Source: an optimization exercise on an open RTL-to-GDS flow (aim: small area, a short achievable clock period and few clock cycles per item). Production flows keep margins and buffers that such runs may drop. In this exercise RTL edits were held to simulation tests only and were not proved equivalent to the original. Power is estimated from default activity; no workload was simulated.

**design.v**
```verilog
`timescale 1ns/100ps
package cov_pkg;
    typedef enum logic [1:0] {
        OP_CLEAR  = 2'd0,    
        OP_MEAN   = 2'd1,    
        OP_SAMPLE = 2'd2,    
        OP_RSVD   = 2'd3     
    } cov_op_e;
endpackage
`timescale 1ns/100ps
module cov_add
#(
    parameter int W = 8
) (
    input  logic [W-1:0] a,
    input  logic [W-1:0] b,
    input  logic         cin,
    output logic [W-1:0] s
);
    localparam int L = $clog2(W);
    logic [W-1:0] g [L+1];
    logic [W-1:0] p [L+1];
    always_comb begin
        g[0] = a & b;
        p[0] = a ^ b;
        g[0][0] = (a[0] & b[0]) | (p[0][0] & cin);
        for (int l = 0; l < L; l++) begin
            for (int i = 0; i < W; i++) begin
                if (((i >> l) & 1) == 1) begin
                    g[l+1][i] = g[l][i] | (p[l][i] & g[l][((i >> l) << l) - 1]);
                    p[l+1][i] = p[l][i] & p[l][((i >> l) << l) - 1];
                end else begin
                    g[l+1][i] = g[l][i];
                    p[l+1][i] = p[l][i];
                end
            end
        end
        s = p[0] ^ {g[L][W-2:0], cin};
    end
endmodule
module cov_decode
(
    input  logic                  clk,
    input  logic                  arst_n,
    input  logic [33:0]           in_cmd,
    input  logic                  accept,
    output logic                  bad_cmd,
    output logic                  s_valid,    
    output logic                  s_start,    
    output logic                  s_last,     
    output logic signed [16:0]    s_dx,       
    output logic [7:0]            s_neg,      
    output logic [7:0]            s_one,
    output logic [7:0]            s_two,
    output logic                  last_take   
);
    logic [1:0]         op;
    logic [15:0]        x, y;
    logic [15:0]        mean_x;
    logic [2:0]         cnt;        
    logic               take;
    logic [16:0]        dx;
    logic [16:0]        yb;         
    assign op   = in_cmd[33:32];
    assign x    = in_cmd[31:16];
    assign y    = in_cmd[15:0];
    assign take = accept & (op == cov_pkg::OP_SAMPLE);
    assign last_take = take & (cnt == 3'd7);
    assign yb   = {y, 1'b0};
    cov_add #(.W(17)) i_sub (
        .a   ({x[15], x}),
        .b   (~{mean_x[15], mean_x}),
        .cin (1'b1),
        .s   (dx)
    );
    always_ff @(posedge clk or negedge arst_n) begin
        if (!arst_n) begin
            mean_x  <= '0;
            cnt     <= '0;
            bad_cmd <= 1'b0;
            s_valid <= 1'b0;
            s_start <= 1'b0;
        end else begin
            bad_cmd <= accept & (op == cov_pkg::OP_RSVD);
            s_valid <= take;
            s_start <= take & (cnt == 3'd0);
            if (accept & (op == cov_pkg::OP_MEAN)) mean_x <= x;
            if (accept & (op == cov_pkg::OP_CLEAR)) cnt <= '0;
            else if (take) cnt <= cnt + 3'd1;      
        end
    end
    always_ff @(posedge clk) begin
        s_last  <= (cnt == 3'd7);
        s_dx    <= dx;
        for (int j = 0; j < 8; j++) begin
            s_neg[j] <= take & yb[2*j+2];
            s_one[j] <= take & (yb[2*j+1] ^ yb[2*j]);
            s_two[j] <= take & ((yb[2*j+2] & ~yb[2*j+1] & ~yb[2*j]) | (~yb[2*j+2] & yb[2*j+1] & yb[2*j]));
        end
    end
endmodule
`timescale 1ns/100ps
module cov_execute
(
    input  logic                  clk,
    input  logic                  arst_n,
    input  logic                  s_valid,
    input  logic                  s_start,
    input  logic                  s_last,
    input  logic signed [16:0]    s_dx,
    input  logic [7:0]            s_neg,
    input  logic [7:0]            s_one,
    input  logic [7:0]            s_two,
    output logic [34:0]           acc_s,     
    output logic [34:0]           acc_c,
    output logic                  done       
);
    localparam logic [34:0] K8 = 35'h2aab00000;
    logic [34:0] base_s, base_c, rs, rc;
    assign base_s = s_start ? K8 : acc_s;
    assign base_c = s_start ? 35'd0 : acc_c;
    cov_mac i_mac (
        .b_neg (s_neg),
        .b_one (s_one),
        .b_two (s_two),
        .dx    (s_dx),
        .v     (s_valid),
        .a0    (base_s),
        .a1    (base_c),
        .rs    (rs),
        .rc    (rc)
    );
    always_ff @(posedge clk) begin
        acc_s <= rs;
        acc_c <= rc;
    end
    always_ff @(posedge clk or negedge arst_n) begin
        if (!arst_n) done <= 1'b0;
        else         done <= s_valid & s_last;
    end
endmodule
`timescale 1ns/100ps
module cov_mac (
    input  logic [7:0] b_neg, b_one, b_two,
    input  logic [16:0] dx,
    input  logic v,
    input  logic [34:0] a0,
    input  logic [34:0] a1,
    output logic [34:0] rs,
    output logic [34:0] rc
);
    wire pp1 = (b_one[0] & dx[0]) ^ b_neg[0];
    wire pp2 = ((b_one[0] & dx[1]) | (b_two[0] & dx[0])) ^ b_neg[0];
    wire pp3 = ((b_one[0] & dx[2]) | (b_two[0] & dx[1])) ^ b_neg[0];
    wire pp4 = ((b_one[0] & dx[3]) | (b_two[0] & dx[2])) ^ b_neg[0];
    wire pp5 = ((b_one[0] & dx[4]) | (b_two[0] & dx[3])) ^ b_neg[0];
    wire pp6 = ((b_one[0] & dx[5]) | (b_two[0] & dx[4])) ^ b_neg[0];
    wire pp7 = ((b_one[0] & dx[6]) | (b_two[0] & dx[5])) ^ b_neg[0];
    wire pp8 = ((b_one[0] & dx[7]) | (b_two[0] & dx[6])) ^ b_neg[0];
    wire pp9 = ((b_one[0] & dx[8]) | (b_two[0] & dx[7])) ^ b_neg[0];
    wire pp10 = ((b_one[0] & dx[9]) | (b_two[0] & dx[8])) ^ b_neg[0];
    wire pp11 = ((b_one[0] & dx[10]) | (b_two[0] & dx[9])) ^ b_neg[0];
    wire pp12 = ((b_one[0] & dx[11]) | (b_two[0] & dx[10])) ^ b_neg[0];
    wire pp13 = ((b_one[0] & dx[12]) | (b_two[0] & dx[11])) ^ b_neg[0];
    wire pp14 = ((b_one[0] & dx[13]) | (b_two[0] & dx[12])) ^ b_neg[0];
    wire pp15 = ((b_one[0] & dx[14]) | (b_two[0] & dx[13])) ^ b_neg[0];
    wire pp16 = ((b_one[0] & dx[15]) | (b_two[0] & dx[14])) ^ b_neg[0];
    wire pp17 = ((b_one[0] & dx[16]) | (b_two[0] & dx[15])) ^ b_neg[0];
    wire pp18 = ((b_one[0] & dx[16]) | (b_two[0] & dx[16])) ^ b_neg[0];
    wire ps19 = ~pp18 & v;
    wire pp20 = (b_one[1] & dx[0]) ^ b_neg[1];
    wire pp21 = ((b_one[1] & dx[1]) | (b_two[1] & dx[0])) ^ b_neg[1];
    wire pp22 = ((b_one[1] & dx[2]) | (b_two[1] & dx[1])) ^ b_neg[1];
    wire pp23 = ((b_one[1] & dx[3]) | (b_two[1] & dx[2])) ^ b_neg[1];
    wire pp24 = ((b_one[1] & dx[4]) | (b_two[1] & dx[3])) ^ b_neg[1];
    wire pp25 = ((b_one[1] & dx[5]) | (b_two[1] & dx[4])) ^ b_neg[1];
    wire pp26 = ((b_one[1] & dx[6]) | (b_two[1] & dx[5])) ^ b_neg[1];
    wire pp27 = ((b_one[1] & dx[7]) | (b_two[1] & dx[6])) ^ b_neg[1];
    wire pp28 = ((b_one[1] & dx[8]) | (b_two[1] & dx[7])) ^ b_neg[1];
    wire pp29 = ((b_one[1] & dx[9]) | (b_two[1] & dx[8])) ^ b_neg[1];
    wire pp30 = ((b_one[1] & dx[10]) | (b_two[1] & dx[9])) ^ b_neg[1];
    wire pp31 = ((b_one[1] & dx[11]) | (b_two[1] & dx[10])) ^ b_neg[1];
    wire pp32 = ((b_one[1] & dx[12]) | (b_two[1] & dx[11])) ^ b_neg[1];
    wire pp33 = ((b_one[1] & dx[13]) | (b_two[1] & dx[12])) ^ b_neg[1];
    wire pp34 = ((b_one[1] & dx[14]) | (b_two[1] & dx[13])) ^ b_neg[1];
    wire pp35 = ((b_one[1] & dx[15]) | (b_two[1] & dx[14])) ^ b_neg[1];
    wire pp36 = ((b_one[1] & dx[16]) | (b_two[1] & dx[15])) ^ b_neg[1];
    wire pp37 = ((b_one[1] & dx[16]) | (b_two[1] & dx[16])) ^ b_neg[1];
    wire ps38 = ~pp37 & v;
    wire pp39 = (b_one[2] & dx[0]) ^ b_neg[2];
    wire pp40 = ((b_one[2] & dx[1]) | (b_two[2] & dx[0])) ^ b_neg[2];
    wire pp41 = ((b_one[2] & dx[2]) | (b_two[2] & dx[1])) ^ b_neg[2];
    wire pp42 = ((b_one[2] & dx[3]) | (b_two[2] & dx[2])) ^ b_neg[2];
    wire pp43 = ((b_one[2] & dx[4]) | (b_two[2] & dx[3])) ^ b_neg[2];
    wire pp44 = ((b_one[2] & dx[5]) | (b_two[2] & dx[4])) ^ b_neg[2];
    wire pp45 = ((b_one[2] & dx[6]) | (b_two[2] & dx[5])) ^ b_neg[2];
    wire pp46 = ((b_one[2] & dx[7]) | (b_two[2] & dx[6])) ^ b_neg[2];
    wire pp47 = ((b_one[2] & dx[8]) | (b_two[2] & dx[7])) ^ b_neg[2];
    wire pp48 = ((b_one[2] & dx[9]) | (b_two[2] & dx[8])) ^ b_neg[2];
    wire pp49 = ((b_one[2] & dx[10]) | (b_two[2] & dx[9])) ^ b_neg[2];
    wire pp50 = ((b_one[2] & dx[11]) | (b_two[2] & dx[10])) ^ b_neg[2];
    wire pp51 = ((b_one[2] & dx[12]) | (b_two[2] & dx[11])) ^ b_neg[2];
    wire pp52 = ((b_one[2] & dx[13]) | (b_two[2] & dx[12])) ^ b_neg[2];
    wire pp53 = ((b_one[2] & dx[14]) | (b_two[2] & dx[13])) ^ b_neg[2];
    wire pp54 = ((b_one[2] & dx[15]) | (b_two[2] & dx[14])) ^ b_neg[2];
    wire pp55 = ((b_one[2] & dx[16]) | (b_two[2] & dx[15])) ^ b_neg[2];
    wire pp56 = ((b_one[2] & dx[16]) | (b_two[2] & dx[16])) ^ b_neg[2];
    wire ps57 = ~pp56 & v;
    wire pp58 = (b_one[3] & dx[0]) ^ b_neg[3];
    wire pp59 = ((b_one[3] & dx[1]) | (b_two[3] & dx[0])) ^ b_neg[3];
    wire pp60 = ((b_one[3] & dx[2]) | (b_two[3] & dx[1])) ^ b_neg[3];
    wire pp61 = ((b_one[3] & dx[3]) | (b_two[3] & dx[2])) ^ b_neg[3];
    wire pp62 = ((b_one[3] & dx[4]) | (b_two[3] & dx[3])) ^ b_neg[3];
    wire pp63 = ((b_one[3] & dx[5]) | (b_two[3] & dx[4])) ^ b_neg[3];
    wire pp64 = ((b_one[3] & dx[6]) | (b_two[3] & dx[5])) ^ b_neg[3];
    wire pp65 = ((b_one[3] & dx[7]) | (b_two[3] & dx[6])) ^ b_neg[3];
    wire pp66 = ((b_one[3] & dx[8]) | (b_two[3] & dx[7])) ^ b_neg[3];
    wire pp67 = ((b_one[3] & dx[9]) | (b_two[3] & dx[8])) ^ b_neg[3];
    wire pp68 = ((b_one[3] & dx[10]) | (b_two[3] & dx[9])) ^ b_neg[3];
    wire pp69 = ((b_one[3] & dx[11]) | (b_two[3] & dx[10])) ^ b_neg[3];
    wire pp70 = ((b_one[3] & dx[12]) | (b_two[3] & dx[11])) ^ b_neg[3];
    wire pp71 = ((b_one[3] & dx[13]) | (b_two[3] & dx[12])) ^ b_neg[3];
    wire pp72 = ((b_one[3] & dx[14]) | (b_two[3] & dx[13])) ^ b_neg[3];
    wire pp73 = ((b_one[3] & dx[15]) | (b_two[3] & dx[14])) ^ b_neg[3];
    wire pp74 = ((b_one[3] & dx[16]) | (b_two[3] & dx[15])) ^ b_neg[3];
    wire pp75 = ((b_one[3] & dx[16]) | (b_two[3] & dx[16])) ^ b_neg[3];
    wire ps76 = ~pp75 & v;
    wire pp77 = (b_one[4] & dx[0]) ^ b_neg[4];
    wire pp78 = ((b_one[4] & dx[1]) | (b_two[4] & dx[0])) ^ b_neg[4];
    wire pp79 = ((b_one[4] & dx[2]) | (b_two[4] & dx[1])) ^ b_neg[4];
    wire pp80 = ((b_one[4] & dx[3]) | (b_two[4] & dx[2])) ^ b_neg[4];
    wire pp81 = ((b_one[4] & dx[4]) | (b_two[4] & dx[3])) ^ b_neg[4];
    wire pp82 = ((b_one[4] & dx[5]) | (b_two[4] & dx[4])) ^ b_neg[4];
    wire pp83 = ((b_one[4] & dx[6]) | (b_two[4] & dx[5])) ^ b_neg[4];
    wire pp84 = ((b_one[4] & dx[7]) | (b_two[4] & dx[6])) ^ b_neg[4];
    wire pp85 = ((b_one[4] & dx[8]) | (b_two[4] & dx[7])) ^ b_neg[4];
    wire pp86 = ((b_one[4] & dx[9]) | (b_two[4] & dx[8])) ^ b_neg[4];
    wire pp87 = ((b_one[4] & dx[10]) | (b_two[4] & dx[9])) ^ b_neg[4];
    wire pp88 = ((b_one[4] & dx[11]) | (b_two[4] & dx[10])) ^ b_neg[4];
    wire pp89 = ((b_one[4] & dx[12]) | (b_two[4] & dx[11])) ^ b_neg[4];
    wire pp90 = ((b_one[4] & dx[13]) | (b_two[4] & dx[12])) ^ b_neg[4];
    wire pp91 = ((b_one[4] & dx[14]) | (b_two[4] & dx[13])) ^ b_neg[4];
    wire pp92 = ((b_one[4] & dx[15]) | (b_two[4] & dx[14])) ^ b_neg[4];
    wire pp93 = ((b_one[4] & dx[16]) | (b_two[4] & dx[15])) ^ b_neg[4];
    wire pp94 = ((b_one[4] & dx[16]) | (b_two[4] & dx[16])) ^ b_neg[4];
    wire ps95 = ~pp94 & v;
    wire pp96 = (b_one[5] & dx[0]) ^ b_neg[5];
    wire pp97 = ((b_one[5] & dx[1]) | (b_two[5] & dx[0])) ^ b_neg[5];
    wire pp98 = ((b_one[5] & dx[2]) | (b_two[5] & dx[1])) ^ b_neg[5];
    wire pp99 = ((b_one[5] & dx[3]) | (b_two[5] & dx[2])) ^ b_neg[5];
    wire pp100 = ((b_one[5] & dx[4]) | (b_two[5] & dx[3])) ^ b_neg[5];
    wire pp101 = ((b_one[5] & dx[5]) | (b_two[5] & dx[4])) ^ b_neg[5];
    wire pp102 = ((b_one[5] & dx[6]) | (b_two[5] & dx[5])) ^ b_neg[5];
    wire pp103 = ((b_one[5] & dx[7]) | (b_two[5] & dx[6])) ^ b_neg[5];
    wire pp104 = ((b_one[5] & dx[8]) | (b_two[5] & dx[7])) ^ b_neg[5];
    wire pp105 = ((b_one[5] & dx[9]) | (b_two[5] & dx[8])) ^ b_neg[5];
    wire pp106 = ((b_one[5] & dx[10]) | (b_two[5] & dx[9])) ^ b_neg[5];
    wire pp107 = ((b_one[5] & dx[11]) | (b_two[5] & dx[10])) ^ b_neg[5];
    wire pp108 = ((b_one[5] & dx[12]) | (b_two[5] & dx[11])) ^ b_neg[5];
    wire pp109 = ((b_one[5] & dx[13]) | (b_two[5] & dx[12])) ^ b_neg[5];
    wire pp110 = ((b_one[5] & dx[14]) | (b_two[5] & dx[13])) ^ b_neg[5];
    wire pp111 = ((b_one[5] & dx[15]) | (b_two[5] & dx[14])) ^ b_neg[5];
    wire pp112 = ((b_one[5] & dx[16]) | (b_two[5] & dx[15])) ^ b_neg[5];
    wire pp113 = ((b_one[5] & dx[16]) | (b_two[5] & dx[16])) ^ b_neg[5];
    wire ps114 = ~pp113 & v;
    wire pp115 = (b_one[6] & dx[0]) ^ b_neg[6];
    wire pp116 = ((b_one[6] & dx[1]) | (b_two[6] & dx[0])) ^ b_neg[6];
    wire pp117 = ((b_one[6] & dx[2]) | (b_two[6] & dx[1])) ^ b_neg[6];
    wire pp118 = ((b_one[6] & dx[3]) | (b_two[6] & dx[2])) ^ b_neg[6];
    wire pp119 = ((b_one[6] & dx[4]) | (b_two[6] & dx[3])) ^ b_neg[6];
    wire pp120 = ((b_one[6] & dx[5]) | (b_two[6] & dx[4])) ^ b_neg[6];
    wire pp121 = ((b_one[6] & dx[6]) | (b_two[6] & dx[5])) ^ b_neg[6];
    wire pp122 = ((b_one[6] & dx[7]) | (b_two[6] & dx[6])) ^ b_neg[6];
    wire pp123 = ((b_one[6] & dx[8]) | (b_two[6] & dx[7])) ^ b_neg[6];
    wire pp124 = ((b_one[6] & dx[9]) | (b_two[6] & dx[8])) ^ b_neg[6];
    wire pp125 = ((b_one[6] & dx[10]) | (b_two[6] & dx[9])) ^ b_neg[6];
    wire pp126 = ((b_one[6] & dx[11]) | (b_two[6] & dx[10])) ^ b_neg[6];
    wire pp127 = ((b_one[6] & dx[12]) | (b_two[6] & dx[11])) ^ b_neg[6];
    wire pp128 = ((b_one[6] & dx[13]) | (b_two[6] & dx[12])) ^ b_neg[6];
    wire pp129 = ((b_one[6] & dx[14]) | (b_two[6] & dx[13])) ^ b_neg[6];
    wire pp130 = ((b_one[6] & dx[15]) | (b_two[6] & dx[14])) ^ b_neg[6];
    wire pp131 = ((b_one[6] & dx[16]) | (b_two[6] & dx[15])) ^ b_neg[6];
    wire pp132 = ((b_one[6] & dx[16]) | (b_two[6] & dx[16])) ^ b_neg[6];
    wire ps133 = ~pp132 & v;
    wire pp134 = (b_one[7] & dx[0]) ^ b_neg[7];
    wire pp135 = ((b_one[7] & dx[1]) | (b_two[7] & dx[0])) ^ b_neg[7];
    wire pp136 = ((b_one[7] & dx[2]) | (b_two[7] & dx[1])) ^ b_neg[7];
    wire pp137 = ((b_one[7] & dx[3]) | (b_two[7] & dx[2])) ^ b_neg[7];
    wire pp138 = ((b_one[7] & dx[4]) | (b_two[7] & dx[3])) ^ b_neg[7];
    wire pp139 = ((b_one[7] & dx[5]) | (b_two[7] & dx[4])) ^ b_neg[7];
    wire pp140 = ((b_one[7] & dx[6]) | (b_two[7] & dx[5])) ^ b_neg[7];
    wire pp141 = ((b_one[7] & dx[7]) | (b_two[7] & dx[6])) ^ b_neg[7];
    wire pp142 = ((b_one[7] & dx[8]) | (b_two[7] & dx[7])) ^ b_neg[7];
    wire pp143 = ((b_one[7] & dx[9]) | (b_two[7] & dx[8])) ^ b_neg[7];
    wire pp144 = ((b_one[7] & dx[10]) | (b_two[7] & dx[9])) ^ b_neg[7];
    wire pp145 = ((b_one[7] & dx[11]) | (b_two[7] & dx[10])) ^ b_neg[7];
    wire pp146 = ((b_one[7] & dx[12]) | (b_two[7] & dx[11])) ^ b_neg[7];
    wire pp147 = ((b_one[7] & dx[13]) | (b_two[7] & dx[12])) ^ b_neg[7];
    wire pp148 = ((b_one[7] & dx[14]) | (b_two[7] & dx[13])) ^ b_neg[7];
    wire pp149 = ((b_one[7] & dx[15]) | (b_two[7] & dx[14])) ^ b_neg[7];
    wire pp150 = ((b_one[7] & dx[16]) | (b_two[7] & dx[15])) ^ b_neg[7];
    wire pp151 = ((b_one[7] & dx[16]) | (b_two[7] & dx[16])) ^ b_neg[7];
    wire ps152 = ~pp151 & v;
    wire s153, c154;
    cov_ha u_s153 (.a(b_neg[6]), .b(a0[12]), .s(s153), .co(c154));
    wire s155, c156;
    cov_ha u_s155 (.a(a0[13]), .b(a1[13]), .s(s155), .co(c156));
    wire s157, c158;
    cov_fa u_s157 (.a(b_neg[7]), .b(a0[14]), .c(a1[14]), .s(s157), .co(c158));
    wire s159, c160;
    cov_ha u_s159 (.a(pp15), .b(pp32), .s(s159), .co(c160));
    wire s161, c162;
    cov_fa u_s161 (.a(a0[15]), .b(a1[15]), .c(pp16), .s(s161), .co(c162));
    wire s163, c164;
    cov_ha u_s163 (.a(pp33), .b(pp50), .s(s163), .co(c164));
    wire s165, c166;
    cov_fa u_s165 (.a(a0[16]), .b(a1[16]), .c(pp17), .s(s165), .co(c166));
    wire s167, c168;
    cov_ha u_s167 (.a(pp34), .b(pp51), .s(s167), .co(c168));
    wire s169, c170;
    cov_fa u_s169 (.a(a0[17]), .b(a1[17]), .c(pp35), .s(s169), .co(c170));
    wire s171, c172;
    cov_ha u_s171 (.a(pp52), .b(pp69), .s(s171), .co(c172));
    wire s173, c174;
    cov_fa u_s173 (.a(a0[18]), .b(a1[18]), .c(pp36), .s(s173), .co(c174));
    wire s175, c176;
    cov_ha u_s175 (.a(a0[19]), .b(a1[19]), .s(s175), .co(c176));
    wire s177, c178;
    cov_ha u_s177 (.a(b_neg[3]), .b(a0[6]), .s(s177), .co(c178));
    wire s179, c180;
    cov_ha u_s179 (.a(a0[7]), .b(a1[7]), .s(s179), .co(c180));
    wire s181, c182;
    cov_fa u_s181 (.a(b_neg[4]), .b(a0[8]), .c(a1[8]), .s(s181), .co(c182));
    wire s183, c184;
    cov_ha u_s183 (.a(pp9), .b(pp26), .s(s183), .co(c184));
    wire s185, c186;
    cov_fa u_s185 (.a(a0[9]), .b(a1[9]), .c(pp10), .s(s185), .co(c186));
    wire s187, c188;
    cov_ha u_s187 (.a(pp27), .b(pp44), .s(s187), .co(c188));
    wire s189, c190;
    cov_fa u_s189 (.a(b_neg[5]), .b(a0[10]), .c(a1[10]), .s(s189), .co(c190));
    wire s191, c192;
    cov_fa u_s191 (.a(pp11), .b(pp28), .c(pp45), .s(s191), .co(c192));
    wire s193, c194;
    cov_ha u_s193 (.a(pp62), .b(pp79), .s(s193), .co(c194));
    wire s195, c196;
    cov_fa u_s195 (.a(a0[11]), .b(a1[11]), .c(pp12), .s(s195), .co(c196));
    wire s197, c198;
    cov_fa u_s197 (.a(pp29), .b(pp46), .c(pp63), .s(s197), .co(c198));
    wire s199, c200;
    cov_ha u_s199 (.a(pp80), .b(pp97), .s(s199), .co(c200));
    wire s201, c202;
    cov_fa u_s201 (.a(a1[12]), .b(pp13), .c(pp30), .s(s201), .co(c202));
    wire s203, c204;
    cov_fa u_s203 (.a(pp47), .b(pp64), .c(pp81), .s(s203), .co(c204));
    wire s205, c206;
    cov_fa u_s205 (.a(pp98), .b(pp115), .c(s153), .s(s205), .co(c206));
    wire s207, c208;
    cov_fa u_s207 (.a(c154), .b(pp14), .c(pp31), .s(s207), .co(c208));
    wire s209, c210;
    cov_fa u_s209 (.a(pp48), .b(pp65), .c(pp82), .s(s209), .co(c210));
    wire s211, c212;
    cov_fa u_s211 (.a(pp99), .b(pp116), .c(s155), .s(s211), .co(c212));
    wire s213, c214;
    cov_fa u_s213 (.a(c156), .b(pp49), .c(pp66), .s(s213), .co(c214));
    wire s215, c216;
    cov_fa u_s215 (.a(pp83), .b(pp100), .c(pp117), .s(s215), .co(c216));
    wire s217, c218;
    cov_fa u_s217 (.a(pp134), .b(s157), .c(s159), .s(s217), .co(c218));
    wire s219, c220;
    cov_fa u_s219 (.a(pp67), .b(pp84), .c(pp101), .s(s219), .co(c220));
    wire s221, c222;
    cov_fa u_s221 (.a(pp118), .b(pp135), .c(c158), .s(s221), .co(c222));
    wire s223, c224;
    cov_fa u_s223 (.a(c160), .b(s163), .c(s161), .s(s223), .co(c224));
    wire s225, c226;
    cov_fa u_s225 (.a(pp68), .b(pp85), .c(pp102), .s(s225), .co(c226));
    wire s227, c228;
    cov_fa u_s227 (.a(pp119), .b(pp136), .c(c164), .s(s227), .co(c228));
    wire s229, c230;
    cov_fa u_s229 (.a(s167), .b(c162), .c(s165), .s(s229), .co(c230));
    wire s231, c232;
    cov_fa u_s231 (.a(pp86), .b(pp103), .c(pp120), .s(s231), .co(c232));
    wire s233, c234;
    cov_fa u_s233 (.a(pp137), .b(ps19), .c(c168), .s(s233), .co(c234));
    wire s235, c236;
    cov_fa u_s235 (.a(s171), .b(c166), .c(s169), .s(s235), .co(c236));
    wire s237, c238;
    cov_fa u_s237 (.a(pp53), .b(pp70), .c(pp87), .s(s237), .co(c238));
    wire s239, c240;
    cov_fa u_s239 (.a(pp104), .b(pp121), .c(pp138), .s(s239), .co(c240));
    wire s241, c242;
    cov_fa u_s241 (.a(c172), .b(c170), .c(s173), .s(s241), .co(c242));
    wire s243, c244;
    cov_fa u_s243 (.a(pp54), .b(pp71), .c(pp88), .s(s243), .co(c244));
    wire s245, c246;
    cov_fa u_s245 (.a(pp105), .b(pp122), .c(pp139), .s(s245), .co(c246));
    wire s247, c248;
    cov_fa u_s247 (.a(s175), .b(ps38), .c(c174), .s(s247), .co(c248));
    wire s249, c250;
    cov_fa u_s249 (.a(a0[20]), .b(a1[20]), .c(c176), .s(s249), .co(c250));
    wire s251, c252;
    cov_fa u_s251 (.a(pp55), .b(pp72), .c(pp89), .s(s251), .co(c252));
    wire s253, c254;
    cov_fa u_s253 (.a(pp106), .b(pp123), .c(pp140), .s(s253), .co(c254));
    wire s255, c256;
    cov_fa u_s255 (.a(a0[21]), .b(a1[21]), .c(pp73), .s(s255), .co(c256));
    wire s257, c258;
    cov_fa u_s257 (.a(pp90), .b(pp107), .c(pp124), .s(s257), .co(c258));
    wire s259, c260;
    cov_ha u_s259 (.a(pp141), .b(ps57), .s(s259), .co(c260));
    wire s261, c262;
    cov_fa u_s261 (.a(a0[22]), .b(a1[22]), .c(pp74), .s(s261), .co(c262));
    wire s263, c264;
    cov_fa u_s263 (.a(pp91), .b(pp108), .c(pp125), .s(s263), .co(c264));
    wire s265, c266;
    cov_fa u_s265 (.a(a0[23]), .b(a1[23]), .c(pp92), .s(s265), .co(c266));
    wire s267, c268;
    cov_ha u_s267 (.a(pp109), .b(pp126), .s(s267), .co(c268));
    wire s269, c270;
    cov_fa u_s269 (.a(a0[24]), .b(a1[24]), .c(pp93), .s(s269), .co(c270));
    wire s271, c272;
    cov_ha u_s271 (.a(a0[25]), .b(a1[25]), .s(s271), .co(c272));
    wire s273, c274;
    cov_ha u_s273 (.a(b_neg[1]), .b(a0[2]), .s(s273), .co(c274));
    wire s275, c276;
    cov_ha u_s275 (.a(a0[3]), .b(a1[3]), .s(s275), .co(c276));
    wire s277, c278;
    cov_fa u_s277 (.a(b_neg[2]), .b(a0[4]), .c(a1[4]), .s(s277), .co(c278));
    wire s279, c280;
    cov_ha u_s279 (.a(pp5), .b(pp22), .s(s279), .co(c280));
    wire s281, c282;
    cov_fa u_s281 (.a(a0[5]), .b(a1[5]), .c(pp6), .s(s281), .co(c282));
    wire s283, c284;
    cov_ha u_s283 (.a(pp23), .b(pp40), .s(s283), .co(c284));
    wire s285, c286;
    cov_fa u_s285 (.a(a1[6]), .b(pp7), .c(pp24), .s(s285), .co(c286));
    wire s287, c288;
    cov_fa u_s287 (.a(pp41), .b(pp58), .c(s177), .s(s287), .co(c288));
    wire s289, c290;
    cov_fa u_s289 (.a(c178), .b(pp8), .c(pp25), .s(s289), .co(c290));
    wire s291, c292;
    cov_fa u_s291 (.a(pp42), .b(pp59), .c(s179), .s(s291), .co(c292));
    wire s293, c294;
    cov_fa u_s293 (.a(c180), .b(pp43), .c(pp60), .s(s293), .co(c294));
    wire s295, c296;
    cov_fa u_s295 (.a(pp77), .b(s181), .c(s183), .s(s295), .co(c296));
    wire s297, c298;
    cov_fa u_s297 (.a(pp61), .b(pp78), .c(c182), .s(s297), .co(c298));
    wire s299, c300;
    cov_fa u_s299 (.a(c184), .b(s187), .c(s185), .s(s299), .co(c300));
    wire s301, c302;
    cov_fa u_s301 (.a(pp96), .b(c188), .c(s189), .s(s301), .co(c302));
    wire s303, c304;
    cov_fa u_s303 (.a(s193), .b(c186), .c(s191), .s(s303), .co(c304));
    wire s305, c306;
    cov_fa u_s305 (.a(c190), .b(c194), .c(s199), .s(s305), .co(c306));
    wire s307, c308;
    cov_fa u_s307 (.a(c192), .b(s195), .c(s197), .s(s307), .co(c308));
    wire s309, c310;
    cov_fa u_s309 (.a(c200), .b(c196), .c(c198), .s(s309), .co(c310));
    wire s311, c312;
    cov_fa u_s311 (.a(s201), .b(s203), .c(s205), .s(s311), .co(c312));
    wire s313, c314;
    cov_fa u_s313 (.a(c202), .b(c204), .c(c206), .s(s313), .co(c314));
    wire s315, c316;
    cov_fa u_s315 (.a(s207), .b(s209), .c(s211), .s(s315), .co(c316));
    wire s317, c318;
    cov_fa u_s317 (.a(c208), .b(c210), .c(c212), .s(s317), .co(c318));
    wire s319, c320;
    cov_fa u_s319 (.a(s213), .b(s215), .c(s217), .s(s319), .co(c320));
    wire s321, c322;
    cov_fa u_s321 (.a(c214), .b(c216), .c(s219), .s(s321), .co(c322));
    wire s323, c324;
    cov_fa u_s323 (.a(s221), .b(c218), .c(s223), .s(s323), .co(c324));
    wire s325, c326;
    cov_fa u_s325 (.a(c220), .b(s225), .c(c222), .s(s325), .co(c326));
    wire s327, c328;
    cov_fa u_s327 (.a(s227), .b(c224), .c(s229), .s(s327), .co(c328));
    wire s329, c330;
    cov_fa u_s329 (.a(c226), .b(s231), .c(c228), .s(s329), .co(c330));
    wire s331, c332;
    cov_fa u_s331 (.a(s233), .b(c230), .c(s235), .s(s331), .co(c332));
    wire s333, c334;
    cov_fa u_s333 (.a(c232), .b(s237), .c(s239), .s(s333), .co(c334));
    wire s335, c336;
    cov_fa u_s335 (.a(c234), .b(c236), .c(s241), .s(s335), .co(c336));
    wire s337, c338;
    cov_fa u_s337 (.a(c238), .b(c240), .c(s243), .s(s337), .co(c338));
    wire s339, c340;
    cov_fa u_s339 (.a(s245), .b(s247), .c(c242), .s(s339), .co(c340));
    wire s341, c342;
    cov_fa u_s341 (.a(c244), .b(c246), .c(s249), .s(s341), .co(c342));
    wire s343, c344;
    cov_fa u_s343 (.a(s251), .b(s253), .c(c248), .s(s343), .co(c344));
    wire s345, c346;
    cov_fa u_s345 (.a(c250), .b(s259), .c(c252), .s(s345), .co(c346));
    wire s347, c348;
    cov_fa u_s347 (.a(c254), .b(s255), .c(s257), .s(s347), .co(c348));
    wire s349, c350;
    cov_fa u_s349 (.a(pp142), .b(c260), .c(c256), .s(s349), .co(c350));
    wire s351, c352;
    cov_fa u_s351 (.a(c258), .b(s261), .c(s263), .s(s351), .co(c352));
    wire s353, c354;
    cov_fa u_s353 (.a(pp143), .b(ps76), .c(s267), .s(s353), .co(c354));
    wire s355, c356;
    cov_fa u_s355 (.a(c262), .b(c264), .c(s265), .s(s355), .co(c356));
    wire s357, c358;
    cov_fa u_s357 (.a(pp110), .b(pp127), .c(pp144), .s(s357), .co(c358));
    wire s359, c360;
    cov_fa u_s359 (.a(c268), .b(c266), .c(s269), .s(s359), .co(c360));
    wire s361, c362;
    cov_fa u_s361 (.a(pp111), .b(pp128), .c(pp145), .s(s361), .co(c362));
    wire s363, c364;
    cov_fa u_s363 (.a(s271), .b(ps95), .c(c270), .s(s363), .co(c364));
    wire s365, c366;
    cov_fa u_s365 (.a(a0[26]), .b(a1[26]), .c(c272), .s(s365), .co(c366));
    wire s367, c368;
    cov_fa u_s367 (.a(pp112), .b(pp129), .c(pp146), .s(s367), .co(c368));
    wire s369, c370;
    cov_fa u_s369 (.a(a0[27]), .b(a1[27]), .c(pp130), .s(s369), .co(c370));
    wire s371, c372;
    cov_ha u_s371 (.a(pp147), .b(ps114), .s(s371), .co(c372));
    wire s373, c374;
    cov_fa u_s373 (.a(a0[28]), .b(a1[28]), .c(pp131), .s(s373), .co(c374));
    wire s375, c376;
    cov_ha u_s375 (.a(a0[29]), .b(a1[29]), .s(s375), .co(c376));
    wire s377, c378;
    cov_ha u_s377 (.a(b_neg[0]), .b(a0[0]), .s(s377), .co(c378));
    wire s379, c380;
    cov_ha u_s379 (.a(a0[1]), .b(a1[1]), .s(s379), .co(c380));
    wire s381, c382;
    cov_fa u_s381 (.a(a1[2]), .b(pp3), .c(pp20), .s(s381), .co(c382));
    wire s383, c384;
    cov_fa u_s383 (.a(c274), .b(pp4), .c(pp21), .s(s383), .co(c384));
    wire s385, c386;
    cov_fa u_s385 (.a(c276), .b(pp39), .c(s277), .s(s385), .co(c386));
    wire s387, c388;
    cov_fa u_s387 (.a(c278), .b(c280), .c(s283), .s(s387), .co(c388));
    wire s389, c390;
    cov_fa u_s389 (.a(c284), .b(c282), .c(s285), .s(s389), .co(c390));
    wire s391, c392;
    cov_fa u_s391 (.a(c286), .b(c288), .c(s289), .s(s391), .co(c392));
    wire s393, c394;
    cov_fa u_s393 (.a(c290), .b(c292), .c(s293), .s(s393), .co(c394));
    wire s395, c396;
    cov_fa u_s395 (.a(c294), .b(s297), .c(c296), .s(s395), .co(c396));
    wire s397, c398;
    cov_fa u_s397 (.a(c298), .b(s301), .c(c300), .s(s397), .co(c398));
    wire s399, c400;
    cov_fa u_s399 (.a(c302), .b(s305), .c(c304), .s(s399), .co(c400));
    wire s401, c402;
    cov_fa u_s401 (.a(c306), .b(s309), .c(c308), .s(s401), .co(c402));
    wire s403, c404;
    cov_fa u_s403 (.a(c310), .b(s313), .c(c312), .s(s403), .co(c404));
    wire s405, c406;
    cov_fa u_s405 (.a(c314), .b(s317), .c(c316), .s(s405), .co(c406));
    wire s407, c408;
    cov_fa u_s407 (.a(c318), .b(s321), .c(c320), .s(s407), .co(c408));
    wire s409, c410;
    cov_fa u_s409 (.a(c322), .b(s325), .c(c324), .s(s409), .co(c410));
    wire s411, c412;
    cov_fa u_s411 (.a(c326), .b(s329), .c(c328), .s(s411), .co(c412));
    wire s413, c414;
    cov_fa u_s413 (.a(c330), .b(s333), .c(c332), .s(s413), .co(c414));
    wire s415, c416;
    cov_fa u_s415 (.a(c334), .b(s337), .c(s339), .s(s415), .co(c416));
    wire s417, c418;
    cov_fa u_s417 (.a(c338), .b(s341), .c(s343), .s(s417), .co(c418));
    wire s419, c420;
    cov_fa u_s419 (.a(c342), .b(s345), .c(s347), .s(s419), .co(c420));
    wire s421, c422;
    cov_fa u_s421 (.a(c346), .b(s349), .c(c348), .s(s421), .co(c422));
    wire s423, c424;
    cov_fa u_s423 (.a(s353), .b(c350), .c(c352), .s(s423), .co(c424));
    wire s425, c426;
    cov_fa u_s425 (.a(s357), .b(c354), .c(c356), .s(s425), .co(c426));
    wire s427, c428;
    cov_fa u_s427 (.a(c358), .b(s361), .c(s363), .s(s427), .co(c428));
    wire s429, c430;
    cov_fa u_s429 (.a(c362), .b(s365), .c(s367), .s(s429), .co(c430));
    wire s431, c432;
    cov_fa u_s431 (.a(c366), .b(s371), .c(c368), .s(s431), .co(c432));
    wire s433, c434;
    cov_fa u_s433 (.a(pp148), .b(c372), .c(c370), .s(s433), .co(c434));
    wire s435, c436;
    cov_fa u_s435 (.a(pp149), .b(s375), .c(ps133), .s(s435), .co(c436));
    wire s437, c438;
    cov_fa u_s437 (.a(a0[30]), .b(a1[30]), .c(c376), .s(s437), .co(c438));
    wire s439, c440;
    cov_ha u_s439 (.a(a0[31]), .b(a1[31]), .s(s439), .co(c440));
    wire s441, c442;
    cov_ha u_s441 (.a(a1[0]), .b(pp1), .s(s441), .co(c442));
    wire s443, c444;
    cov_fa u_s443 (.a(c378), .b(pp2), .c(s379), .s(s443), .co(c444));
    wire s445, c446;
    cov_fa u_s445 (.a(c380), .b(s273), .c(s381), .s(s445), .co(c446));
    wire s447, c448;
    cov_fa u_s447 (.a(s275), .b(c382), .c(s383), .s(s447), .co(c448));
    wire s449, c450;
    cov_fa u_s449 (.a(s279), .b(c384), .c(s385), .s(s449), .co(c450));
    wire s451, c452;
    cov_fa u_s451 (.a(s281), .b(c386), .c(s387), .s(s451), .co(c452));
    wire s453, c454;
    cov_fa u_s453 (.a(s287), .b(c388), .c(s389), .s(s453), .co(c454));
    wire s455, c456;
    cov_fa u_s455 (.a(s291), .b(c390), .c(s391), .s(s455), .co(c456));
    wire s457, c458;
    cov_fa u_s457 (.a(s295), .b(c392), .c(s393), .s(s457), .co(c458));
    wire s459, c460;
    cov_fa u_s459 (.a(c394), .b(s299), .c(s395), .s(s459), .co(c460));
    wire s461, c462;
    cov_fa u_s461 (.a(s303), .b(c396), .c(s397), .s(s461), .co(c462));
    wire s463, c464;
    cov_fa u_s463 (.a(s307), .b(c398), .c(s399), .s(s463), .co(c464));
    wire s465, c466;
    cov_fa u_s465 (.a(s311), .b(c400), .c(s401), .s(s465), .co(c466));
    wire s467, c468;
    cov_fa u_s467 (.a(s315), .b(c402), .c(s403), .s(s467), .co(c468));
    wire s469, c470;
    cov_fa u_s469 (.a(s319), .b(c404), .c(s405), .s(s469), .co(c470));
    wire s471, c472;
    cov_fa u_s471 (.a(c406), .b(s323), .c(s407), .s(s471), .co(c472));
    wire s473, c474;
    cov_fa u_s473 (.a(s327), .b(c408), .c(s409), .s(s473), .co(c474));
    wire s475, c476;
    cov_fa u_s475 (.a(s331), .b(c410), .c(s411), .s(s475), .co(c476));
    wire s477, c478;
    cov_fa u_s477 (.a(s335), .b(c412), .c(s413), .s(s477), .co(c478));
    wire s479, c480;
    cov_fa u_s479 (.a(c336), .b(c414), .c(s415), .s(s479), .co(c480));
    wire s481, c482;
    cov_fa u_s481 (.a(c340), .b(s417), .c(c416), .s(s481), .co(c482));
    wire s483, c484;
    cov_fa u_s483 (.a(c344), .b(s419), .c(c418), .s(s483), .co(c484));
    wire s485, c486;
    cov_fa u_s485 (.a(s351), .b(s421), .c(c420), .s(s485), .co(c486));
    wire s487, c488;
    cov_fa u_s487 (.a(s355), .b(c422), .c(s423), .s(s487), .co(c488));
    wire s489, c490;
    cov_fa u_s489 (.a(s359), .b(c424), .c(s425), .s(s489), .co(c490));
    wire s491, c492;
    cov_fa u_s491 (.a(c360), .b(c426), .c(s427), .s(s491), .co(c492));
    wire s493, c494;
    cov_fa u_s493 (.a(c364), .b(s429), .c(c428), .s(s493), .co(c494));
    wire s495, c496;
    cov_fa u_s495 (.a(s369), .b(s431), .c(c430), .s(s495), .co(c496));
    wire s497, c498;
    cov_fa u_s497 (.a(s373), .b(c432), .c(s433), .s(s497), .co(c498));
    wire s499, c500;
    cov_fa u_s499 (.a(c374), .b(s435), .c(c434), .s(s499), .co(c500));
    wire s501, c502;
    cov_fa u_s501 (.a(pp150), .b(s437), .c(c436), .s(s501), .co(c502));
    wire s503, c504;
    cov_fa u_s503 (.a(s439), .b(ps152), .c(c438), .s(s503), .co(c504));
    wire s505, c506;
    cov_fa u_s505 (.a(a0[32]), .b(a1[32]), .c(c440), .s(s505), .co(c506));
    wire s507, c508;
    cov_ha u_s507 (.a(a0[33]), .b(a1[33]), .s(s507), .co(c508));
    wire s509, c510;
    cov_ha u_s509 (.a(a0[34]), .b(a1[34]), .s(s509), .co(c510));
    assign rs = {s509, s507, s505, s503, s501, s499, s497, s495, s493, s491, s489, s487, s485, s483, s481, s479, s477, s475, s473, s471, s469, s467, s465, s463, s461, s459, s457, s455, s453, s451, s449, s447, s445, s443, s377};
    assign rc = {c508, c506, c504, c502, c500, c498, c496, c494, c492, c490, c488, c486, c484, c482, c480, c478, c476, c474, c472, c470, c468, c466, c464, c462, c460, c458, c456, c454, c452, c450, c448, c446, c444, c442, s441};
endmodule
module cov_fa (input logic a, input logic b, input logic c, output logic s, output logic co);
    assign s  = a ^ b ^ c;
    assign co = (a & b) | (a & c) | (b & c);
endmodule
module cov_ha (input logic a, input logic b, output logic s, output logic co);
    assign s  = a ^ b;
    assign co = a & b;
endmodule
`timescale 1ns/100ps
module cov_result
(
    input  logic                  clk,
    input  logic                  arst_n,
    input  logic [34:0]           acc_s,     
    input  logic [34:0]           acc_c,
    input  logic                  done,      
    input  logic                  fill,      
    output logic [32:0]           cov,
    output logic                  out_valid,
    input  logic                  out_ready,
    output logic                  hold       
);
    localparam int KD    = 3;               
    localparam int STEPS = 12 / KD;
    typedef enum logic [1:0] {
        S_IDLE = 2'd0,
        S_DIV  = 2'd1,
        S_INC  = 2'd2,
        S_OUT  = 2'd3
    } div_state_e;
    function automatic logic [5:0] dstep(input logic [2:0] r, input logic [2:0] d);
        logic [2:0] q, n;
        q[2] = (r[2]) | (r[1] & r[0] & d[2]);
        q[1] = (r[1] & ~r[0]) | (r[1] & ~d[2]) | (r[2] & r[0] & d[1]) | (r[2] & r[0] & d[2]) | (~r[1] & r[0] & d[2] & d[1]);
        q[0] = (~r[2] & r[0] & ~d[2]) | (r[2] & ~r[0] & d[2]) | (r[0] & ~d[2] & ~d[1]) | (r[2] & r[1] & d[1]) | (r[1] & ~r[0] & d[2] & d[1]) | (~r[2] & ~r[1] & r[0] & ~d[1]) | (r[2] & r[1] & d[0]) | (r[2] & ~r[0] & d[1] & d[0]) | (~r[0] & d[2] & d[1] & d[0]) | (r[1] & ~r[0] & d[2] & d[0]);
        n[2] = (~r[2] & ~r[1] & d[2] & ~d[1]) | (~r[2] & r[1] & ~d[2] & d[1]) | (r[2] & ~r[1] & ~d[2] & ~d[1]) | (r[2] & d[2] & d[1] & d[0]) | (r[2] & r[0] & d[2] & d[1]) | (r[2] & ~d[2] & ~d[1] & ~d[0]) | (r[2] & r[1] & d[2] & d[1]) | (r[2] & r[1] & d[2] & d[0]) | (r[1] & r[0] & ~d[2] & d[0]) | (~r[2] & ~r[0] & d[2] & ~d[1] & ~d[0]) | (~r[2] & r[0] & ~d[2] & d[1] & d[0]) | (~r[2] & ~r[1] & ~r[0] & d[2] & ~d[0]) | (r[2] & ~r[1] & ~r[0] & ~d[2] & ~d[0]);
        n[1] = (r[1] & ~r[0] & ~d[1] & ~d[0]) | (~r[1] & ~r[0] & d[1] & ~d[0]) | (~r[1] & r[0] & ~d[1] & d[0]) | (r[1] & d[2] & d[1] & d[0]) | (r[2] & r[0] & d[2] & ~d[1]) | (r[2] & r[1] & d[1] & d[0]) | (r[1] & r[0] & d[2] & d[1]) | (r[1] & ~d[2] & ~d[1] & ~d[0]) | (r[1] & r[0] & d[1] & d[0]) | (~r[2] & ~r[1] & ~r[0] & ~d[2] & d[1]) | (~r[2] & r[1] & ~r[0] & ~d[2] & ~d[1]) | (r[2] & ~r[1] & d[2] & ~d[1] & d[0]) | (~r[2] & ~r[1] & ~d[2] & d[1] & ~d[0]);
        n[0] = (~r[2] & ~r[0] & ~d[2] & d[0]) | (~r[2] & r[0] & ~d[2] & ~d[0]) | (r[2] & ~r[0] & d[2] & ~d[0]) | (r[0] & d[2] & d[1] & d[0]) | (r[2] & r[0] & d[1] & d[0]) | (r[0] & ~d[2] & ~d[1] & ~d[0]) | (r[2] & r[1] & d[1] & ~d[0]) | (r[2] & r[0] & d[2] & d[0]) | (r[1] & r[0] & d[2] & d[0]) | (~r[2] & ~r[1] & r[0] & ~d[1] & ~d[0]) | (~r[2] & ~r[1] & ~r[0] & ~d[1] & d[0]) | (r[1] & ~r[0] & d[2] & d[1] & ~d[0]) | (~r[1] & ~r[0] & ~d[2] & ~d[1] & d[0]);
        dstep = {q, n};
    endfunction
    div_state_e       state, state_next;
    logic [1:0]       step;
    logic [35:0]      w;          
    logic [2:0]       r;          
    logic             neg;        
    logic [3*KD-1:0]  qd;         
    logic [2:0]       rq;         
    logic [34:0]      sum;
    logic [32:0]      w_inc;
    logic             pend;       
    logic             load;
    logic             pend_next;
    logic             up;         
    cov_add #(.W(35)) i_cpa (.a(acc_s), .b(acc_c), .cin(1'b0), .s(sum));
    always_comb begin
        logic [2:0] rr;
        rr = r;
        for (int j = 0; j < KD; j++) begin
            {qd[3*KD-1-3*j -: 3], rr} = dstep(rr, w[35-3*j -: 3]);
        end
        rq = rr;
    end
    always_comb begin
        logic [8:0] ga;       
        logic       pre;      
        logic       in;       
        for (int g = 0; g < 9; g++) ga[g] = &w[4*g +: 4];
        for (int i = 0; i < 33; i++) begin
            pre = 1'b1;
            for (int g = 0; g < i / 4; g++) pre = pre & ga[g];
            in = 1'b1;
            for (int k = 4 * (i / 4); k < i; k++) in = in & w[k];
            w_inc[i] = w[i] ^ (pre & in);
        end
    end
    assign up        = r != 3'd0;       
    assign load      = (pend | done) & (state == S_IDLE);
    assign pend_next = (pend | done) & ~load;
    always_comb begin
        state_next = state;
        unique case (state)
            S_DIV:   if (step == 2'(STEPS - 1)) state_next = neg ? S_INC : S_OUT;
            S_INC:   state_next = S_OUT;
            S_OUT:   if (out_ready) state_next = S_IDLE;
            default: state_next = S_IDLE;
        endcase
        if (load) state_next = S_DIV;
    end
    always_ff @(posedge clk or negedge arst_n) begin
        if (!arst_n) begin
            state     <= S_IDLE;
            step      <= '0;
            pend      <= 1'b0;
            out_valid <= 1'b0;
            hold      <= 1'b0;
        end else begin
            state     <= state_next;
            step      <= (state == S_DIV) ? step + 2'd1 : 2'd0;
            pend      <= pend_next;
            out_valid <= (state_next == S_OUT);
            hold      <= (state_next != S_IDLE) & (pend_next | fill);
        end
    end
    always_ff @(posedge clk) begin
        unique case (state)
            S_IDLE: begin
                w   <= {sum[34], sum};
                r   <= sum[34] ? 3'd6 : 3'd0;
                neg <= sum[34];
            end
            S_DIV: begin
                w   <= {w[35-3*KD:0], qd};
                r   <= rq;
            end
            S_INC:   if (up) w[32:0] <= w_inc;
            default: ;
        endcase
    end
    assign cov = w[32:0];
endmodule
`timescale 1ns/100ps
module cov_top
#(
    parameter int NUM_SAMPLES = 8
) (
    input  logic        clk,
    input  logic        arst_n,
    input  logic [33:0] in_cmd,      
    input  logic        in_valid,
    output logic        in_ready,
    output logic [63:0] out_res,     
    output logic        out_valid,
    input  logic        out_ready,
    output logic        bad_cmd      
);
    logic               accept;
    logic               hold;
    logic               s_valid, s_start, s_last;
    logic signed [16:0] s_dx;
    logic [7:0]         s_neg, s_one, s_two;
    logic               last_take;
    logic [34:0]        acc_s, acc_c;
    logic               done;
    logic [32:0]        cov;
    logic               fill;
    assign in_ready = ~hold;
    assign accept   = in_valid & ~hold;
    assign fill     = last_take | (s_valid & s_last);
    cov_decode i_decode (
        .clk       (clk),
        .arst_n    (arst_n),
        .in_cmd    (in_cmd),
        .accept    (accept),
        .bad_cmd   (bad_cmd),
        .s_valid   (s_valid),
        .s_start   (s_start),
        .s_last    (s_last),
        .s_dx      (s_dx),
        .s_neg     (s_neg),
        .s_one     (s_one),
        .s_two     (s_two),
        .last_take (last_take)
    );
    cov_execute i_execute (
        .clk     (clk),
        .arst_n  (arst_n),
        .s_valid (s_valid),
        .s_start (s_start),
        .s_last  (s_last),
        .s_dx    (s_dx),
        .s_neg   (s_neg),
        .s_one   (s_one),
        .s_two   (s_two),
        .acc_s   (acc_s),
        .acc_c   (acc_c),
        .done    (done)
    );
    cov_result i_result (
        .clk       (clk),
        .arst_n    (arst_n),
        .acc_s     (acc_s),
        .acc_c     (acc_c),
        .done      (done),
        .fill      (fill),
        .cov       (cov),
        .out_valid (out_valid),
        .out_ready (out_ready),
        .hold      (hold)
    );
    assign out_res = {{15{cov[32]}}, cov, 16'(NUM_SAMPLES)};
endmodule
```
**constraint.sdc**
```tcl
create_clock -name core_clock -period 8.0 [get_ports {clk}]
set_input_delay 1.6000 -clock core_clock [delete_from_list [all_inputs] [get_ports {clk}]]
set_output_delay 1.6000 -clock core_clock [all_outputs]
set_load 0.01 [all_outputs]
```
**config.mk**
```make
export PLATFORM = sky130hd
export DESIGN_NAME = cov_top
export DESIGN_NICKNAME = cov_top
export VERILOG_FILES = /design/flow/design.v
export SDC_FILE = /design/flow/constraint.sdc
export NUM_CORES = 4
export LEC_CHECK = 0
export ABC_AREA = 1
export CAP_MARGIN = 20
export CORE_MARGIN = 2
export CORE_UTILIZATION = 60
export SETUP_SLACK_MARGIN = 4.8
export SLEW_MARGIN = 20
export SYNTH_HIERARCHICAL = 1
```
**run.sh**
```bash
#!/bin/bash
# synth_recipe.tcl (not shown) runs the flow's synth.tcl, then flattens the netlist and writes it again
# the make line also repeats each setting of config.mk as NAME=value (left out here)
make -C /OpenROAD-flow-scripts/flow DESIGN_CONFIG=/design/flow/config.mk WORK_HOME=/design/flow/orfs CLKGATE_MAP_FILE= SYNTH_SCRIPT=/design/flow/synth_recipe.tcl finish
```
==> results of run 1 <==
[worst paths after layout]
| kind | endpoint | slack [ps] | cells after the start |
|---|---|---|---|
| min | i_execute.done | 420 | 2 |
| max in group asynchronous | i_decode.s_start | 6320 | 1 |
| min reg2reg | i_execute.done | 420 | 2 |
| max reg2reg | i_execute.acc_s[17] | 4840 | 8 |
| min in group asynchronous | i_decode.bad_cmd | 1190 | 1 |
| max | out_res[26] | 4820 | 1 |
[metrics by stage]
stage / utilization, % / hold WS, ps / worst slack, ps
finish: 62.63 / 422.0 / 4820
detailed placement: 58.92 / 413.6 / 4072
floorplan: - / 401.5 / 4741
global placement: 58.92 / 405.7 / 4070
CTS: 61.57 / 424.4 / 4719
global route: 62.63 / 446.4 / 4760
[synthesized netlist by cell type (all sizes together)]
| cell type | number | share of area (%) |
|---|---|---|
| nand2 | 774 | 16 |
| inv | 278 | 5.5 |
| buf | 235 | 10 |
| nor2 | 223 | 5.0 |
| fa | 163 | 17 |
| xor2 | 148 | 6.9 |
| a21oi | 113 | 3.0 |
| dfxtp | 112 | 12 |
| ha | 92 | 6.1 |
| nand3 | 89 | 2.6 |
| o21ai | 49 | 1.6 |
| edfxtp | 40 | 6.4 |
| dfrtp | 30 | 4.0 |
| xnor2 | 24 | 1.1 |
| clkbuf | 18 | 0.36 |
| nand4 | 15 | 0.60 |
| nor3 | 14 | 0.40 |
| a31oi | 5 | 0.17 |
| o21bai | 5 | 0.20 |
| conb | 4 | 0.079 |
| nor4 | 4 | 0.17 |
| nand3b | 3 | 0.12 |
| or2 | 3 | 0.099 |
| a21boi | 2 | 0.079 |
| a221oi | 2 | 0.093 |
| a22oi | 2 | 0.079 |
| clkinv | 2 | 0.040 |
| o31ai | 2 | 0.079 |
| a211oi | 1 | 0.040 |
| a21o | 1 | 0.040 |
| a32o | 1 | 0.053 |
| and3 | 1 | 0.033 |
| o22ai | 1 | 0.033 |
[modules after synthesis (local to each module, per instance), excerpt]
module	flops+latches	times used	cell area [um^2]	cells
cov_execute	71	1	2042	221
cov_mac	0	1	4141	721
cov_decode	64	1	2326	241
cov_top	0	1	265.3	39
cov_fa	0	151	20.02	1
cov_result	47	1	4254	630
cov_ha	0	28	12.51	1
[metal layers]
| metal | part of all wire [%] | vias to the layer above |
|---|---|---|
| met5 | 0 | - |
| met4 | 2.1 | 0 |
| met3 | 6.7 | 66 |
| met2 | 46 | 511 |
| met1 | 45 | 6828 |
| li1 | - | 7176 |
[repair_timing]
| item | in CTS | in global routing |
|---|---|---|
| resized for setup | 41 | 46 |
| cloned | 2 | 0 |
| endpoints found under the hold margin | 0 | 0 |
| endpoints found under the setup margin | 54 | 50 |
| buffers inserted | 11 | 23 |
| pin swaps | 2 | 9 |
[cell families after synthesis]
logic type	share of synthesized area, %
xor gates and xnor gates	7.964
DFF	22.17
AOI/OAI and AO/OA	5.484
other	0.07935
buffers and inverters	16.28
adders and majority gates	23.34
and+or+nand+nor	24.69
[final cells by class]
class                   count  area [um^2]
clock inverters             9        115.1
multi-input cells        1755        11830
well taps                 402        503.0
fillers                  2866        11700
repair buffers            136         1340
inverters                 280         1065
flip-flops and latches    182         4265
clock buffers              23        489.2
[state kept, by name (all words and copies together) (netlist names), 2 cells and up]
register / count
i_result.w: 36
i_execute.acc_c: 35
i_execute.acc_s: 35
i_decode.s_dx: 17
i_decode.mean_x: 16
i_decode.s_neg: 8
i_decode.s_one: 8
i_decode.s_two: 8
i_decode.cnt: 3
i_result.r: 3
i_result.state: 2
i_result.step: 2
[placed cells by master, fill, tap and decap left out, types with 4 or more instances in the layout]
cell,instances
o21ai_1,7
dfxtp_2,23
ha_1,91
nand2_4,5
nand2_1,752
edfxtp_1,40
a31oi_1,4
inv_2,8
clkbuf_16,18
o21ai_2,16
dfxtp_4,11
nor2_4,14
nor3_1,13
clkdlybuf4s50_1,84
dfxtp_1,78
nor2_1,196
xor2_1,147
o21ai_0,26
inv_1,267
xnor2_1,24
o21bai_1,5
nor2_2,13
fa_1,156
a21oi_1,112
nand4_1,12
fa_2,7
nand3_4,4
dfrtp_1,29
nand3_1,82
buf_12,4
conb_1,18
buf_4,41
nand2_2,17
[power groups by stage]
| stage | Combinational (W) | Sequential [W] | Clock [W] |
|---|---|---|---|
| CTS | 0.00408 | 0.00185 | 0.000905 |
| finish | 0.00416 | 0.00185 | 0.000887 |
| detailed placement | 0.00393 | 0.00193 | 0 |
| global route | 0.00478 | 0.00188 | 0.000934 |
| global placement | 0.00384 | 0.00193 | 0 |
| floorplan | 0.00396 | 0.00155 | 0 |
==> impl_metrics.env, run 1 <==
export IMPL_status="timing/DRC/antenna clean"
export IMPL_overflow=0
export IMPL_p_sw_w=0.003336
export IMPL_dieArea_um2=32960
export IMPL_antenna_found_initial=0
export IMPL_cts_sinks=182
export IMPL_fin_crit_sh_pct=39.75
export IMPL_dpl_cell_area_um2=18450
export IMPL_hold_start="i_decode.s_last"
export IMPL_num_antenna_cells=0
export IMPL_cts_root_buf="clkbuf_16"
export IMPL_worstSetupEndpointType="output pin"
export IMPL_vdd_drop_max_v=0.0001788
export IMPL_wl_um=44830
export IMPL_crit_start="i_result.w[10]"
export IMPL_rsz0062_at_grt="true"
export IMPL_ant_nets=0
export IMPL_report_final_slew_viol_count=0
export IMPL_p_total_w=0.006888
export IMPL_grt_pass1_wl_um=73950
export IMPL_core_um2=31310
export IMPL_first_global_vias=14333
export IMPL_rr_startpoint="i_decode.s_one[2]"
export IMPL_p_per_area_nw_per_um2=351.2
export IMPL_clk_insertion_delay_late_ps=460
export IMPL_vias=14581
export IMPL_cts_tree="built"
export IMPL_finalSetupViolCount=0
export IMPL_std_cell_rows=65
export IMPL_ys_ff_latch=182
export IMPL_met2_usage_pct=46.30
export IMPL_syn_area_um2=18920
export IMPL_cts_max_path_buffers=2
export IMPL_skew_ps=15.29
export IMPL_path_clk_slew_ps=70
export IMPL_die_h_um=181.6
export IMPL_area_growth_pct=3.678
export IMPL_crit_required_ps=6400
export IMPL_cp_slowest_cell="clkdlybuf4s50_1"
export IMPL_setup_tns_final_ps=0
export IMPL_cts_made_buffers=17
export IMPL_start_util_pct=60.41
export IMPL_combPwrFrac_pct=60.3
export IMPL_max_cap_viol_count=0
export IMPL_holdBufCountCts=0
export IMPL_portBuffers=88
export IMPL_place_gp_congestion=0.9250
export IMPL_via_per_inst=5.232
export IMPL_yosysSeqAreaShare_pct=22.17
export IMPL_drtPass1Iterations=5
export IMPL_yosysUniqueCellTypes=50
export IMPL_critPathMaxFanout=5
export IMPL_post_place_cells=2719
export IMPL_p_int_w=0.003551
export IMPL_slowest_delay_ps=610
export IMPL_max_slew_margin_pct=33.00
export IMPL_hold_viol=0
export IMPL_grt_usage_pct=28.27
export IMPL_wl_per_cell_um=16.08
export IMPL_drive_gt1_share_pct=9.057
export IMPL_p_leak_nw=10.87
export IMPL_hpwlAfterDp_um=33220
export IMPL_worst_pin_slew_ps=1004
export IMPL_critPathArrivalTime_ps=1580
export IMPL_ios=105
export IMPL_netlist_instances=2456
export IMPL_fin_nets=2665
export IMPL_hp_class="reg -> reg"
export IMPL_drc=0
export IMPL_grt_util_met3_pct=4.713
export IMPL_worstSetupStartpointType="flip-flop"
export IMPL_path_class="reg -> out"
export IMPL_grt_max_degree=42
export IMPL_power_frac_seq_pct=26.8
export IMPL_avgSynthCellArea_um2=7.702
export IMPL_ys_warn_count=15
export IMPL_crit_buf_inv=1
export IMPL_swShare_pct=48.44
export IMPL_path_cells="clkdlybuf4s50_1"
export IMPL_die_width_um=181.6
export IMPL_period_minus_slack_ps=3180
export IMPL_crit_family="buffers and inverters"
export IMPL_max_freq_mhz=314.4
export IMPL_fin_area_um2=19610
export IMPL_drtIter0Drc=1105
export IMPL_grt_most_used_layer="met2"
export IMPL_h_tree_depth=4
export IMPL_use_met1_pct=38.59
export IMPL_stdcell_count=2787
export IMPL_p_clk_share_pct=12.9
Testbench counts, summed over its fixed seeds: cycles 2,768, results 320.
==> run 2: changes to the inputs <==
--- a/config.mk
+++ b/config.mk
@@ -9,6 +9,6 @@
 export CAP_MARGIN = 20
 export CORE_MARGIN = 2
 export CORE_UTILIZATION = 60
-export SETUP_SLACK_MARGIN = 4.8
+export SETUP_SLACK_MARGIN = 5.0
 export SLEW_MARGIN = 20
 export SYNTH_HIERARCHICAL = 1
==> run 2 against run 1 <==
Compared with the run above: clock skew is 1.4 ps lower; count of clock-buffer cells in the layout is 5 lower; routed wire length is 6.0% higher; sequential cell count stayed put; via count is 3.4% higher; worst hold slack better by 11 ps; combinational power is 11% higher; global-route usage is 0.98 points higher; core utilization is 3.9 points higher; sequential share of layout area is 1.0 points lower; largest cell class unchanged.
==> impl_metrics.env, run 2 <==
export IMPL_cts_max_path_buffers=2
export IMPL_drtPass1Iterations=5
export IMPL_combPwrFrac_pct=63.6
export IMPL_fin_nets=2724
export IMPL_drtIter0Drc=1289
export IMPL_hpwlAfterDp_um=33410
export IMPL_crit_start="i_decode.s_start"
export IMPL_fin_crit_sh_pct=39.84
export IMPL_grt_pass1_wl_um=76240
export IMPL_whs_ps=433.4
export IMPL_die_h_um=181.6
export IMPL_worstSetupEndpointType="flip-flop"
export IMPL_core_um2=31310
export IMPL_fill_cells=2707
export IMPL_report_final_slew_viol_count=0
export IMPL_overflow=0
export IMPL_portBuffers=88
export IMPL_netlist_instances=2456
export IMPL_synth_common_cells="754 x nand2_1, 272 x inv_1, 204 x nor2_1, 177 x buf_4, 163 x fa_1"
export IMPL_skew_ps=13.90
export IMPL_ant_nets=0
export IMPL_grt_usage_pct=29.25
export IMPL_vdd_drop_max_v=0.0001934
export IMPL_h_tree_depth=4
export IMPL_holdBufCountCts=0
export IMPL_via_per_inst=5.299
export IMPL_path_class="reg -> reg"
export IMPL_yosysSeqAreaShare_pct=22.17
export IMPL_cts_tree="built"
export IMPL_fin_ws_ps=4812
export IMPL_p_total_w=0.007264
export IMPL_crit_required_ps=8340
export IMPL_period_minus_slack_ps=3188
export IMPL_p_sw_w=0.003539
export IMPL_max_cap_viol_count=0
export IMPL_drive_gt1_share_pct=16.16
export IMPL_critPathMaxFanout=7
export IMPL_place_ws_ps=4076
export IMPL_ios=105
export IMPL_p_leak_nw=11.29
export IMPL_top_regs="i_result.w (36), i_execute.acc_c (35), i_execute.acc_s (35)"
export IMPL_rr_startpoint="i_decode.s_start"
export IMPL_hold_start="i_decode.s_last"
export IMPL_clk_insertion_delay_late_ps=460
export IMPL_max_freq_mhz=313.7
export IMPL_top_register="i_result.w"
export IMPL_cts_root_buf="clkbuf_16"
export IMPL_async_reset_ff_share_pct=16.48
export IMPL_worst_pin_slew_ps=1042
export IMPL_area_growth_pct=10.06
export IMPL_grt_max_degree=42
export IMPL_ys_warn_count=15
export IMPL_p_clk_share_pct=11.7
export IMPL_synthFlopType="dfxtp_1"
export IMPL_synth_top_area_share_pct=17.25
export IMPL_std_cell_rows=65
export IMPL_synth_most_common_cell="nand2_1"
export IMPL_cts_made_buffers=17
export IMPL_hold_viol=0
export IMPL_cts_sinks=182
export IMPL_hp_class="reg -> reg"
export IMPL_max_slew_margin_pct=30.45
export IMPL_antenna_found_initial=0
export IMPL_final_cell_mix="738 x nand2_1, 265 x inv_1, 164 x nor2_1"
export IMPL_p_int_w=0.003724
export IMPL_start_util_pct=60.41
export IMPL_status="timing/DRC/antenna clean"
export IMPL_synth_edf_count=40
export IMPL_largest_reg_flops=36
export IMPL_synthTopCellsByArea="fa_1 17%, nand2_1 15%, dfxtp_1 12%"
export IMPL_syn_area_um2=18920
export IMPL_yosysUniqueCellTypes=50
export IMPL_p_per_area_nw_per_um2=348.9
export IMPL_rsz0062_at_grt="true"
export IMPL_final_common_cell="nand2_1"
export IMPL_avgSynthCellArea_um2=7.702
export IMPL_finalSetupViolCount=0
export IMPL_wl_um=47520
export IMPL_swShare_pct=48.72
export IMPL_dieArea_um2=32960
export IMPL_num_antenna_cells=0
export IMPL_path_clk_slew_ps=80
export IMPL_vias=15080
export IMPL_worstSetupStartpointType="flip-flop"
export IMPL_yosys_area_top_type="fa_1"
export IMPL_power_frac_seq_pct=24.7
export IMPL_place_gp_congestion=0.9136
export IMPL_wl_per_cell_um=16.70
export IMPL_drc=0
export IMPL_critPathArrivalTime_ps=3530
export IMPL_ys_ff_latch=182
export IMPL_setup_tns_final_ps=0
export IMPL_first_global_vias=14722
export IMPL_die_width_um=181.6
## run 2: cell counts after synthesis
No cell type changed its count.
## run 2: stage by stage
stage / area [um^2] / util, % / instances
after detailed placement: 18530 / 59.18 / 2720
after global routing: 20820 / 66.49 / 2846
after floorplan: 19080 / - / 2470
final: 20820 / 66.49 / 2846
after CTS: 20170 / 64.43 / 2821
after global placement: 18500 / 59.09 / 2719
## run 2: path summary, 6_finish.rpt
check | to | slack, ps | depth (start not counted)
worst max-delay path | i_execute.acc_s[19] | 4810 | 7
worst min-delay path | i_execute.done | 430 | 2
worst max register to register | i_execute.acc_s[19] | 4810 | 7
worst min register to register | i_execute.done | 430 | 2
max in group asynchronous | i_decode.s_start | 6280 | 1
min in group asynchronous | i_decode.mean_x[3] | 1210 | 1
## run 2: timing repair
item                                    in CTS  in global routing
cloned                                       6                  2
gates resized for setup                    191                114
pin swaps                                   25                 75
buffers inserted                            63                 23
endpoints found under the setup margin     122                 60
endpoints found under the hold margin        0                  0
## run 2: power groups by stage
stage / sequential [W] / clock [W] / combinational (W)
3_3_place_gp: 0.00193 / 0 / 0.00386
2_1_floorplan: 0.00155 / 0 / 0.00401
4_1_cts: 0.00178 / 0.000867 / 0.00434
5_1_grt: 0.00183 / 0.000902 / 0.00525
6_report: 0.00179 / 0.000851 / 0.00462
3_5_place_dp: 0.00193 / 0 / 0.00398
## run 2: worst max-delay path, stage by stage, from the launching register on
cell and delay (ps):
dfrtp_2 490, buf_12 180, nor2_4 50, fa_2 390
fa_2 550, fa_1 440, fa_2 550, fa_2 420
## run 2: cells by family (layout without fill, tap and decap cells)
group | after synthesis | after routing | share of synthesized area, %
xor gates and xnor gates | 172 | 172 | 7.964
other | 4 | 18 | 0.07935
buffers and inverters | 533 | 506 | 16.28
and+or+nand+nor | 1126 | 1127 | 24.69
adders and majority gates | 255 | 255 | 23.34
DFF | 182 | 182 | 22.17
AOI/OAI and AO/OA | 184 | 184 | 5.484
## run 2: metal layers
| metal | share of wire (%) | vias up | track usage [%] |
|---|---|---|---|
| met4 | 1.9 | 0 | 8.358 |
| met1 | 44 | 7121 | 40.41 |
| met2 | 47 | 587 | 48.06 |
| met3 | 6.8 | 72 | 4.352 |
| li1 | - | 7300 | - |
| met5 | 0 | - | 0 |
## run 2: Yosys stat by module (local to each module, per instance), excerpt
module / copies in the design / cells / flops+latches
cov_fa: 151 / 1 / 0
cov_ha: 28 / 1 / 0
cov_mac: 1 / 721 / 0
cov_decode: 1 / 241 / 64
cov_top: 1 / 39 / 0
cov_execute: 1 / 221 / 71
cov_result: 1 / 630 / 47
## run 2: layout make-up
cell class / instances / area, um^2 / share of cell area (%)
Multi-Input combinational cell: 1756 / 12410 / 59.61
Sequential cell: 182 / 4312 / 20.71
Timing Repair Buffer: 194 / 1949 / 9.364
Inverter: 280 / 1065 / 5.114
Tap cell: 402 / 503.0 / 2.416
Clock buffer: 18 / 429.2 / 2.061
Clock inverter: 14 / 151.4 / 0.7272

[separate check: timing with driven ports]
The flow's constraints put no driver on any port. The routed layouts listed below were extracted and timed again, unchanged, in two steps.
Step 1 assumes that a clkbuf_16 drives the clock port and a buf_2 every other input.
Step 2 moves the port delays by t, midway between the first and last clock arrival at a register: inputs arrive t later, outputs are due t later. That takes back most of the time a late clock gives input paths.
Three values: no drivers, after step 1, after step 2; two values: the first two.
run | t, ns | setup slack, ns | worst setup path after step 2 | worst data-port slew with drivers (ns) | cell pins on the clock port's net
run 1 | 0.510 | 4.820 / 4.764 / 4.483 | input to register | 0.04 | 1
run 2 | 0.508 | 4.812 / 4.812 / 4.583 | input to register | 0.03 | 1
After both steps setup and hold are still met in every run listed. For run 1, which loses most, drivers alone change the setup slack by -0.056 ns; drivers and shift together by -0.337 ns.
